Source: an optimization exercise on an open RTL-to-GDS flow (aim: small area, a short achievable clock period and few clock cycles per item). Production flows keep margins and buffers that such runs may drop. The RTL was checked by simulation tests, not by an equivalence proof against the original design. Power is estimated from default activity; no workload was simulated.

--- flow/config.mk ---
export PLATFORM = sky130hd
export DESIGN_NAME = script_token_lexer_top
export DESIGN_NICKNAME = script_token_lexer_top
export VERILOG_FILES = /design/flow/design.v
export SDC_FILE = /design/flow/constraint.sdc
export NUM_CORES = 4
export LEC_CHECK = 0
export CAP_MARGIN = 20
export CORE_MARGIN = 2
export CORE_UTILIZATION = 40
export SLEW_MARGIN = 20
--- flow/constraint.sdc ---
create_clock -name core_clock -period 5.0 [get_ports {clk}]
set_input_delay 1.0000 -clock core_clock [delete_from_list [all_inputs] [get_ports {clk}]]
set_output_delay 1.0000 -clock core_clock [all_outputs]
set_load 0.01 [all_outputs]
--- flow/design.v ---
package stl_pkg;
	localparam int TEXT_MAX_DEF = 256;
	localparam int RQ_DEPTH = 4;
	localparam int RQ_PTR_W = $clog2(RQ_DEPTH);
	localparam int RQ_CNT_W = $clog2(RQ_DEPTH + 1);
	localparam logic [3:0] K_TEXT    = 4'd0;
	localparam logic [3:0] K_NAME    = 4'd1;
	localparam logic [3:0] K_NUMBER  = 4'd2;
	localparam logic [3:0] K_STRING  = 4'd3;
	localparam logic [3:0] K_SYMBOL  = 4'd4;
	localparam logic [3:0] K_EQ      = 4'd5;
	localparam logic [3:0] K_GE      = 4'd6;
	localparam logic [3:0] K_LE      = 4'd7;
	localparam logic [3:0] K_NEWLINE = 4'd8;
	typedef struct packed {
		logic [7:0] char_byte;
		logic       is_end;
	} in_item_t;
	typedef struct packed {
		logic [3:0]  token_kind;
		logic [7:0]  byte_value;
		logic [47:0] mantissa;
		logic [3:0]  frac_digits;
		logic [8:0]  text_length;
		logic [19:0] line_number;
	} res_t;
	typedef struct packed {
		logic [1:0] cnt;
		res_t       res0;
		res_t       res1;
	} push_t;
endpackage
import stl_pkg::*;
module stl_lexer #(
	parameter int TEXT_MAX = stl_pkg::TEXT_MAX_DEF
) (
	input  logic            clk,
	input  logic            arst_n,
	input  logic            cfg_we,
	input  logic            cfg_bit,
	input  logic            accept,
	input  stl_pkg::in_item_t item,
	output stl_pkg::push_t  push
);
	localparam int CNT_W = $clog2(TEXT_MAX + 1);
	localparam logic [CNT_W-1:0] CNT_MAX = CNT_W'(TEXT_MAX);
	localparam logic [47:0] MANT_MAX = {48{1'b1}};
	localparam logic [19:0] LINE_MAX = {20{1'b1}};
	localparam logic [2:0] M_IDLE = 3'd0;
	localparam logic [2:0] M_NAME = 3'd1;
	localparam logic [2:0] M_INT  = 3'd2;
	localparam logic [2:0] M_FRAC = 3'd3;
	localparam logic [2:0] M_STR  = 3'd4;
	localparam logic [2:0] M_CMP  = 3'd5;
	localparam logic [7:0] CH_TAB   = 8'h09;
	localparam logic [7:0] CH_LF    = 8'h0A;
	localparam logic [7:0] CH_CR    = 8'h0D;
	localparam logic [7:0] CH_SPACE = 8'h20;
	localparam logic [7:0] CH_DQ    = 8'h22;
	localparam logic [7:0] CH_SQ    = 8'h27;
	localparam logic [7:0] CH_DOT   = 8'h2E;
	localparam logic [7:0] CH_LT    = 8'h3C;
	localparam logic [7:0] CH_EQ    = 8'h3D;
	localparam logic [7:0] CH_GT    = 8'h3E;
	localparam logic [7:0] CH_BSL   = 8'h5C;
	localparam logic [7:0] CH_UND   = 8'h5F;
	function automatic logic is_letter(input logic [7:0] c);
		is_letter = (c >= 8'h61 && c <= 8'h7A) || (c >= 8'h41 && c <= 8'h5A);
	endfunction
	function automatic logic is_digit(input logic [7:0] c);
		is_digit = c >= 8'h30 && c <= 8'h39;
	endfunction
	function automatic logic is_symbol(input logic [7:0] c);
		logic r;
		unique case (c)
			8'h2B, 8'h2D, 8'h2A, 8'h2F, 8'h25, 8'h2C, 8'h3B, 8'h3A,
			8'h28, 8'h29, 8'h5B, 8'h5D, 8'h7B, 8'h7D: r = 1'b1;
			default: r = 1'b0;
		endcase
		is_symbol = r;
	endfunction
	function automatic logic [7:0] decode_escape(input logic [7:0] c);
		logic [7:0] r;
		unique case (c)
			8'h30: r = 8'h00;
			8'h62: r = 8'h08;
			8'h6E: r = 8'h0A;
			8'h72: r = 8'h0D;
			8'h74: r = 8'h09;
			default: r = c;
		endcase
		decode_escape = r;
	endfunction
	function automatic logic [92:0] mk_res(input logic [3:0] kind, input logic [7:0] b,
			input logic [47:0] mant, input logic [3:0] frac, input logic [8:0] len,
			input logic [19:0] line);
		mk_res = {kind, b, mant, frac, len, line};
	endfunction
	logic [2:0]       mode_q, mode_n;
	logic [7:0]       quote_q, quote_n;
	logic [7:0]       cmp_q, cmp_n;
	logic             esc_q, esc_n;
	logic [47:0]      digit_q, digit_n;
	logic [3:0]       frac_q, frac_n;
	logic [CNT_W-1:0] text_q, text_n;
	logic [19:0]      line_q, line_n;
	logic             nl_en_q;
	logic [7:0]       c;
	logic [51:0]      mac;
	logic [47:0]      digit_add;
	logic [CNT_W-1:0] text_inc;
	logic [3:0]       frac_inc;
	logic             run_idle;
	logic             ra_v, rb_v;
	stl_pkg::res_t             ra;
	stl_pkg::res_t             rb;
	always_comb begin
		c         = item.char_byte;
		mac       = {1'b0, digit_q, 3'b0} + {3'b0, digit_q, 1'b0} + {48'b0, c[3:0]};
		digit_add = (mac > {4'b0, MANT_MAX}) ? MANT_MAX : mac[47:0];
		text_inc  = (text_q < CNT_MAX) ? text_q + CNT_W'(1) : text_q;
		frac_inc  = (frac_q != 4'd15) ? frac_q + 4'd1 : frac_q;
		mode_n   = mode_q;
		quote_n  = quote_q;
		cmp_n    = cmp_q;
		esc_n    = esc_q;
		digit_n  = digit_q;
		frac_n   = frac_q;
		text_n   = text_q;
		line_n   = line_q;
		run_idle = 1'b0;
		ra_v     = 1'b0;
		rb_v     = 1'b0;
		ra       = mk_res(K_TEXT, 8'd0, 48'd0, 4'd0, 9'd0, line_q);
		rb       = ra;
		if (item.is_end) begin
			unique case (mode_q)
				M_NAME: begin
					ra_v = 1'b1;
					ra   = mk_res(K_NAME, 8'd0, 48'd0, 4'd0, 9'(text_q), line_q);
				end
				M_INT, M_FRAC: begin
					ra_v = 1'b1;
					ra   = mk_res(K_NUMBER, 8'd0, digit_q, frac_q, 9'd0, line_q);
				end
				M_STR: begin
					ra_v = 1'b1;
					ra   = mk_res(K_STRING, 8'd0, 48'd0, 4'd0, 9'(text_q), line_q);
				end
				M_CMP: begin
					ra_v = 1'b1;
					ra   = mk_res(K_SYMBOL, cmp_q, 48'd0, 4'd0, 9'd0, line_q);
				end
				default: ;
			endcase
			mode_n = M_IDLE;
			esc_n  = 1'b0;
		end else begin
			unique case (mode_q)
				M_NAME: begin
					if (is_letter(c) || is_digit(c) || c == CH_UND) begin
						text_n = text_inc;
						ra_v   = 1'b1;
						ra     = mk_res(K_TEXT, c, 48'd0, 4'd0, 9'd0, line_q);
					end else begin
						ra_v     = 1'b1;
						ra       = mk_res(K_NAME, 8'd0, 48'd0, 4'd0, 9'(text_q), line_q);
						run_idle = 1'b1;
					end
				end
				M_INT: begin
					if (is_digit(c)) begin
						digit_n = digit_add;
					end else if (c == CH_DOT) begin
						mode_n = M_FRAC;
					end else begin
						ra_v     = 1'b1;
						ra       = mk_res(K_NUMBER, 8'd0, digit_q, frac_q, 9'd0, line_q);
						run_idle = 1'b1;
					end
				end
				M_FRAC: begin
					if (is_digit(c)) begin
						digit_n = digit_add;
						frac_n  = frac_inc;
					end else begin
						ra_v     = 1'b1;
						ra       = mk_res(K_NUMBER, 8'd0, digit_q, frac_q, 9'd0, line_q);
						run_idle = 1'b1;
					end
				end
				M_STR: begin
					if (esc_q) begin
						esc_n  = 1'b0;
						text_n = text_inc;
						ra_v   = 1'b1;
						ra     = mk_res(K_TEXT, decode_escape(c), 48'd0, 4'd0, 9'd0, line_q);
					end else if (c == quote_q) begin
						ra_v   = 1'b1;
						ra     = mk_res(K_STRING, 8'd0, 48'd0, 4'd0, 9'(text_q), line_q);
						mode_n = M_IDLE;
					end else if (c == CH_BSL) begin
						esc_n = 1'b1;
					end else begin
						text_n = text_inc;
						ra_v   = 1'b1;
						ra     = mk_res(K_TEXT, c, 48'd0, 4'd0, 9'd0, line_q);
					end
				end
				M_CMP: begin
					mode_n = M_IDLE;
					ra_v   = 1'b1;
					if (c == CH_EQ) begin
						if (cmp_q == CH_EQ) begin
							ra = mk_res(K_EQ, 8'd0, 48'd0, 4'd0, 9'd0, line_q);
						end else if (cmp_q == CH_GT) begin
							ra = mk_res(K_GE, 8'd0, 48'd0, 4'd0, 9'd0, line_q);
						end else begin
							ra = mk_res(K_LE, 8'd0, 48'd0, 4'd0, 9'd0, line_q);
						end
					end else begin
						ra       = mk_res(K_SYMBOL, cmp_q, 48'd0, 4'd0, 9'd0, line_q);
						run_idle = 1'b1;
					end
				end
				default: run_idle = 1'b1;
			endcase
			if (run_idle) begin
				mode_n = M_IDLE;
				if (c == CH_TAB || c == CH_SPACE || c == CH_CR) begin
					mode_n = M_IDLE;
				end else if (c == CH_LF) begin
					line_n = (line_q != LINE_MAX) ? line_q + 20'd1 : line_q;
					rb_v   = nl_en_q;
					rb     = mk_res(K_NEWLINE, 8'd0, 48'd0, 4'd0, 9'd0, line_n);
				end else if (is_letter(c)) begin
					mode_n = M_NAME;
					text_n = CNT_W'(1);
					rb_v   = 1'b1;
					rb     = mk_res(K_TEXT, c, 48'd0, 4'd0, 9'd0, line_q);
				end else if (is_digit(c)) begin
					mode_n  = M_INT;
					digit_n = {44'd0, c[3:0]};
					frac_n  = 4'd0;
				end else if (c == CH_DQ || c == CH_SQ) begin
					mode_n  = M_STR;
					quote_n = c;
					esc_n   = 1'b0;
					text_n  = '0;
				end else if (c == CH_EQ || c == CH_GT || c == CH_LT) begin
					mode_n = M_CMP;
					cmp_n  = c;
				end else if (is_symbol(c)) begin
					rb_v = 1'b1;
					rb   = mk_res(K_SYMBOL, c, 48'd0, 4'd0, 9'd0, line_q);
				end
			end
		end
		if (ra_v) begin
			push.res0 = ra;
			push.res1 = rb;
			push.cnt  = accept ? (rb_v ? 2'd2 : 2'd1) : 2'd0;
		end else begin
			push.res0 = rb;
			push.res1 = rb;
			push.cnt  = (accept && rb_v) ? 2'd1 : 2'd0;
		end
	end
	always_ff @(posedge clk or negedge arst_n) begin
		if (!arst_n) begin
			mode_q  <= M_IDLE;
			quote_q <= 8'd0;
			cmp_q   <= 8'd0;
			esc_q   <= 1'b0;
			digit_q <= 48'd0;
			frac_q  <= 4'd0;
			text_q  <= '0;
			line_q  <= 20'd1;
			nl_en_q <= 1'b0;
		end else begin
			if (cfg_we) begin
				nl_en_q <= cfg_bit;
			end
			if (accept) begin
				mode_q  <= mode_n;
				quote_q <= quote_n;
				cmp_q   <= cmp_n;
				esc_q   <= esc_n;
				digit_q <= digit_n;
				frac_q  <= frac_n;
				text_q  <= text_n;
				line_q  <= line_n;
			end
		end
	end
endmodule
import stl_pkg::*;
module stl_res_fifo (
	input  logic           clk,
	input  logic           arst_n,
	input  stl_pkg::push_t push,
	output logic           full2,
	output logic           out_valid,
	input  logic           out_stall,
	output stl_pkg::res_t  out_item
);
	logic [92:0]                  mem [0:RQ_DEPTH-1];
	logic [RQ_PTR_W-1:0] wr_q, rd_q;
	logic [RQ_CNT_W-1:0] cnt_q;
	logic                pop;
	assign pop       = out_valid && !out_stall;
	assign out_valid = (cnt_q != '0);
	assign out_item  = mem[rd_q];
	assign full2     = (cnt_q > RQ_CNT_W'(RQ_DEPTH - 2));
	always_ff @(posedge clk) begin
		if (push.cnt != 2'd0) begin
			mem[wr_q] <= push.res0;
		end
		if (push.cnt == 2'd2) begin
			mem[wr_q + RQ_PTR_W'(1)] <= push.res1;
		end
	end
	always_ff @(posedge clk or negedge arst_n) begin
		if (!arst_n) begin
			wr_q  <= '0;
			rd_q  <= '0;
			cnt_q <= '0;
		end else begin
			wr_q  <= wr_q + RQ_PTR_W'(push.cnt);
			rd_q  <= rd_q + RQ_PTR_W'(pop);
			cnt_q <= cnt_q + RQ_CNT_W'(push.cnt) - RQ_CNT_W'(pop);
		end
	end
endmodule
import stl_pkg::*;
module script_token_lexer_top #(
	parameter int TEXT_MAX = stl_pkg::TEXT_MAX_DEF
) (
	input  logic              clk,
	input  logic              arst_n,
	input  logic              in_valid,
	output logic              in_stall,
	input  logic [8:0]        in_item,
	output logic              out_valid,
	input  logic              out_stall,
	output logic [92:0]       out_item,
	input  logic              cfg_valid,
	output logic              cfg_ready,
	input  logic              cfg_data
);
	stl_pkg::push_t push;
	stl_pkg::res_t  out_res;
	logic  full2;
	logic  accept;
	assign cfg_ready = 1'b1;
	assign in_stall  = full2;
	assign accept    = in_valid && !in_stall;
	assign out_item  = out_res;
	stl_lexer #(
		.TEXT_MAX(TEXT_MAX)
	) u_lexer (
		.clk    (clk),
		.arst_n (arst_n),
		.cfg_we (cfg_valid && cfg_ready),
		.cfg_bit(cfg_data),
		.accept (accept),
		.item   (in_item),
		.push   (push)
	);
	stl_res_fifo u_fifo (
		.clk      (clk),
		.arst_n   (arst_n),
		.push     (push),
		.full2    (full2),
		.out_valid(out_valid),
		.out_stall(out_stall),
		.out_item (out_res)
	);
endmodule
--- flow/run.sh ---
#!/bin/bash
# synth_recipe.tcl (not shown) runs the flow's synth.tcl, then flattens the netlist and writes it again
# the make line also repeats each setting of config.mk as NAME=value (left out here)
make -C /OpenROAD-flow-scripts/flow DESIGN_CONFIG=/design/flow/config.mk WORK_HOME=/design/flow/orfs CLKGATE_MAP_FILE= SYNTH_SCRIPT=/design/flow/synth_recipe.tcl finish
==> notes.md <==
* Cells taking the most area after synthesis: dfxtp_1 19%, edfxtp_1 14%, dfrtp_1 10%, mux4_2 7.9%, a21oi_1 7.3%
* End of the worst register-to-register path: u_lexer.digit_q[30]
* Standard-cell rows at 94
* Number of remaining DRC errors at 0
* Peak VDD IR at 298 uV
* Postcts setup bufs at 0
* Outcome: no timing/DRC/antenna violations
* Via density at 6.02
* H-tree depth at 2
* Worst hold slack at 0.438 ns
* Leakage at 11.7 nW
* Port bufs at 109
* Mapped Area at 26,600 um2
* Final Total Pwr at 0.0121 W
* R2R setup slack at 0.79 ns
* Placed Cells incl. Taps at 3,701
* Number of enable flip-flop cells after synthesis at 120
* Seq/Total Area, Yosys at 42.8%
* Gr usage total at 23.8%
* Filler instances at 6,111
* Top-count cell post-synth: nand2_1
* Synth cell types at 90
* HPWL Detailed at 54,200 um
* Crit path launch type: input pin
* Register bit count reported by yosys at 481
* CTS Root Cell: clkbuf_16
* First-pass GRT wire length at 129,000 um
* Die Y at 262 um
* CTS tree: built
* GR Overflow Total at 0
* Max Cap Viol at 0
* Comb pwr share at 29.6%
* Share of post-route cells with drive strength above 1 at 12.0%
* Post-Syn Instances at 2,858
* Synth top area share at 19.0%
* Minimum clock period at 4.66 ns
* R2R cell count at 12
* Io pins at 111
* Worst Slack Setup Final at 0.335 ns
* Switching power at 0.00412 W
* Core area at 65,700 um2
* Synthesis Warnings at 2
* Number of global-route vias before repair at 22,719
* Iteration-0 DRC Markers at 1,848
* Longest Clk Path Bufs at 3
* Die X-Extent at 262 um
* Max Clk Rate at 214 MHz
* Post-route insts no fill at 3,801
* # setup viols final at 0
* Final core utilization at 46.6%
* CP Max Fanout at 26
* Mapped Avg Cell Area at 9.30 um2
* Total number of vias at 22,892
* Clock Latency Late Sink at 0.62 ns
* Hold Violations, Final at 0
* Antenna Cells at 0
* Slew headroom at 29.4%
* Reg power frac at 38.1%
* Initial antenna violation count at 0
* Die Area at 68,500 um2
* Drt wl/cell at 21.7 um
* Gp weighted congestion at 0.924
* Commonest cells post-synth: 468 x nand2_1, 386 x a21oi_1, 253 x nand3_1
* Area grow syn2layout at 15.1%
* Sw Ratio at 34.0%
* CP Capture Type: flop
* Pin count of the biggest net entering global routing at 98
* Hold WC Path Type: in -> async
* Clock slew at reported path FFs at 0.06 ns
* Cts hold-fix bufs at 0
* Worst r2r src: u_lexer.digit_q[2]
* WP data arrival at 5.19 ns
* Dpl ws at -0.263 ns
* Sink Count at 481
* Crit Path Category: in -> reg
* Nets at 3,014
* Syn nets at 2,979
* RSZ-0062 raised after global routing: no
* Max Slew Vio Count at 0
* Internal power at 0.00799 W
* Async S/R FF share, synth at 22.7%
* Num CTS Buffers at 54
* Final WL at 82,500 um
* Top_reg_cell synth: dfxtp_1
* First-pass DRT Iterations at 6
* Initial Util at 40.4%
* Antenna violation net count after detailed routing at 0
* Worst-Margin Slew at 1.06 ns
* Crit share post-route at 93.3%
* P per Cell Area at 395 nW/um2
* Clock Power Share at 32.3%
* Clk_skew at 0.0304 ns
* CP required at 5.53 ns
* PostCTS Resize Cnt at 0
* Dominant cell type by area after synthesis: dfxtp_1
## per-stage QoR
stage	setup TNS (ns)	cell area, um2
CTS	0	30600
floorplan	0	26600
detailed placement	-10.56	28900
global route	0	30600
finish	0	30600
global placement	-7.48	28900
## power groups by stage
| stage | clock network (W) | logic [W] | registers (W) |
|---|---|---|---|
| floorplan | 0 | 0.00231 | 0.00445 |
| global placement | 0 | 0.00353 | 0.00469 |
| detailed placement | 0 | 0.00357 | 0.00470 |
| CTS | 0.00398 | 0.00359 | 0.00462 |
| global route | 0.00413 | 0.00382 | 0.00466 |
| finish | 0.00390 | 0.00358 | 0.00462 |
## worst max-delay path, stage by stage
cell and delay (ns):
clkdlybuf4s50_1 0.47, buf_4 0.19, fa_1 0.52, fa_1 0.49, a211oi_1 0.35, o211ai_1 0.19, nand4_1 0.12, o221ai_1 0.18
o41ai_2 0.51, mux2_2 0.38, o21a_1 0.21, a21oi_4 0.23, buf_12 0.20, a221o_1 0.13
## state kept, by name (all words and copies together) (netlist names)
signal / count
u_fifo.mem: 372
u_lexer.digit_q: 48
u_lexer.line_q: 20
u_lexer.text_q: 9
u_lexer.cmp_q: 8
u_lexer.quote_q: 8
u_lexer.frac_q: 4
u_fifo.cnt_q: 3
u_lexer.mode_q: 3
u_fifo.rd_q: 2
u_fifo.wr_q: 2
u_lexer.esc_q: 1
u_lexer.nl_en_q: 1
## per-layer routing
| layer | global-route usage, % | routed length (um) | up-vias |
|---|---|---|---|
| met3 | 2.97 | 5740 | 174 |
| met5 | 0 | 0 | - |
| met1 | 31.6 | 34800 | 11160 |
| met4 | 8.59 | 2360 | 0 |
| li1 | - | - | 10591 |
| met2 | 40.0 | 39500 | 967 |
## area by class of cell
type                       instances  area [um2]  share of cell area [%]
timing repair buffer             222        2230                    7.30
clock inverter                    29         231                   0.756
multi-input combinational       2106       14100                    46.0
clock buffer                      71        1490                    4.86
inverter                          28         105                   0.343
sequential                       481       11400                    37.2
tap                              864        1080                    3.53
## logic make-up after synthesis
| kind of cell | share of synthesized area (%) |
|---|---|
| AND/OR/NAND/NOR | 18.5 |
| AO/OA/AOI/OAI | 18.1 |
| flip-flops | 42.8 |
| buffers and inverters | 4.61 |
| multiplexers | 8.52 |
| adder cells (fa/ha/maj) | 5.12 |
| XOR/XNOR | 2.37 |
| other | 0.0141 |
## worst max path at each step
stage,start,cells past startpoint,slack [ns],endpoint
after floorplan,in_item[2],11,0.40,u_fifo.mem[1][0]
after global placement,in_item[4],14,-0.20,u_lexer.digit_q[27]
after detailed placement,in_item[4],14,-0.26,u_lexer.digit_q[30]
after CTS,in_item[4],14,0.33,u_lexer.digit_q[30]
after global routing,in_item[4],14,0.13,u_lexer.digit_q[11]
final,in_item[4],14,0.34,u_lexer.digit_q[30]
## layout by cell type, fill, tap and decap left out, types with 16 or more instances in the layout
cell / instances
inv_1: 28
buf_4: 89
nand3_1: 253
nor2b_1: 25
nand4_1: 30
buf_12: 24
clkdlybuf4s50_1: 108
xnor2_1: 37
clkbuf_16: 56
nor3_1: 33
xor2_1: 33
a32o_1: 23
dfrtp_1: 106
or3_1: 17
nor2_1: 99
edfxtp_1: 120
a21o_1: 35
nand2b_1: 25
ha_1: 103
a221o_1: 34
a21oi_1: 385
dfxtp_1: 252
clkinv_2: 16
mux4_2: 93
a31oi_1: 35
o21ai_0: 91
a22o_1: 22
and3_1: 22
nand2_1: 468
Testbench counts, summed over its fixed seeds: cycles 44,555, items 44,472.

what the ideal ports hide:
No port has a modelled driver above. Below, the same layout with a new extraction and two added sets of constraints. Step 1 assumes that a clkbuf_16 drives the clock port and a buf_2 every other input. Step 2 moves the port delays by t, midway between the first and last clock arrival at a register: inputs arrive t later, outputs are due t later. That takes back most of the time a late clock gives input paths. Three values: ideal, step 1, step 2; two values: the first two.
shift t [ns]: 0.660
setup slack, ns: 0.335 / 0.372 / -0.288
hold slack, ns: 0.438 / 0.410 / 0.453
slew at the worst register clock pin (ns): 0.07 / 0.07
worst slew at a driven data input, ns: 0.03
With both steps, setup timing fails in this run, where it was met with ideal ports. The setup slack of this run moves by +0.037 ns with the drivers and by -0.623 ns with both steps.
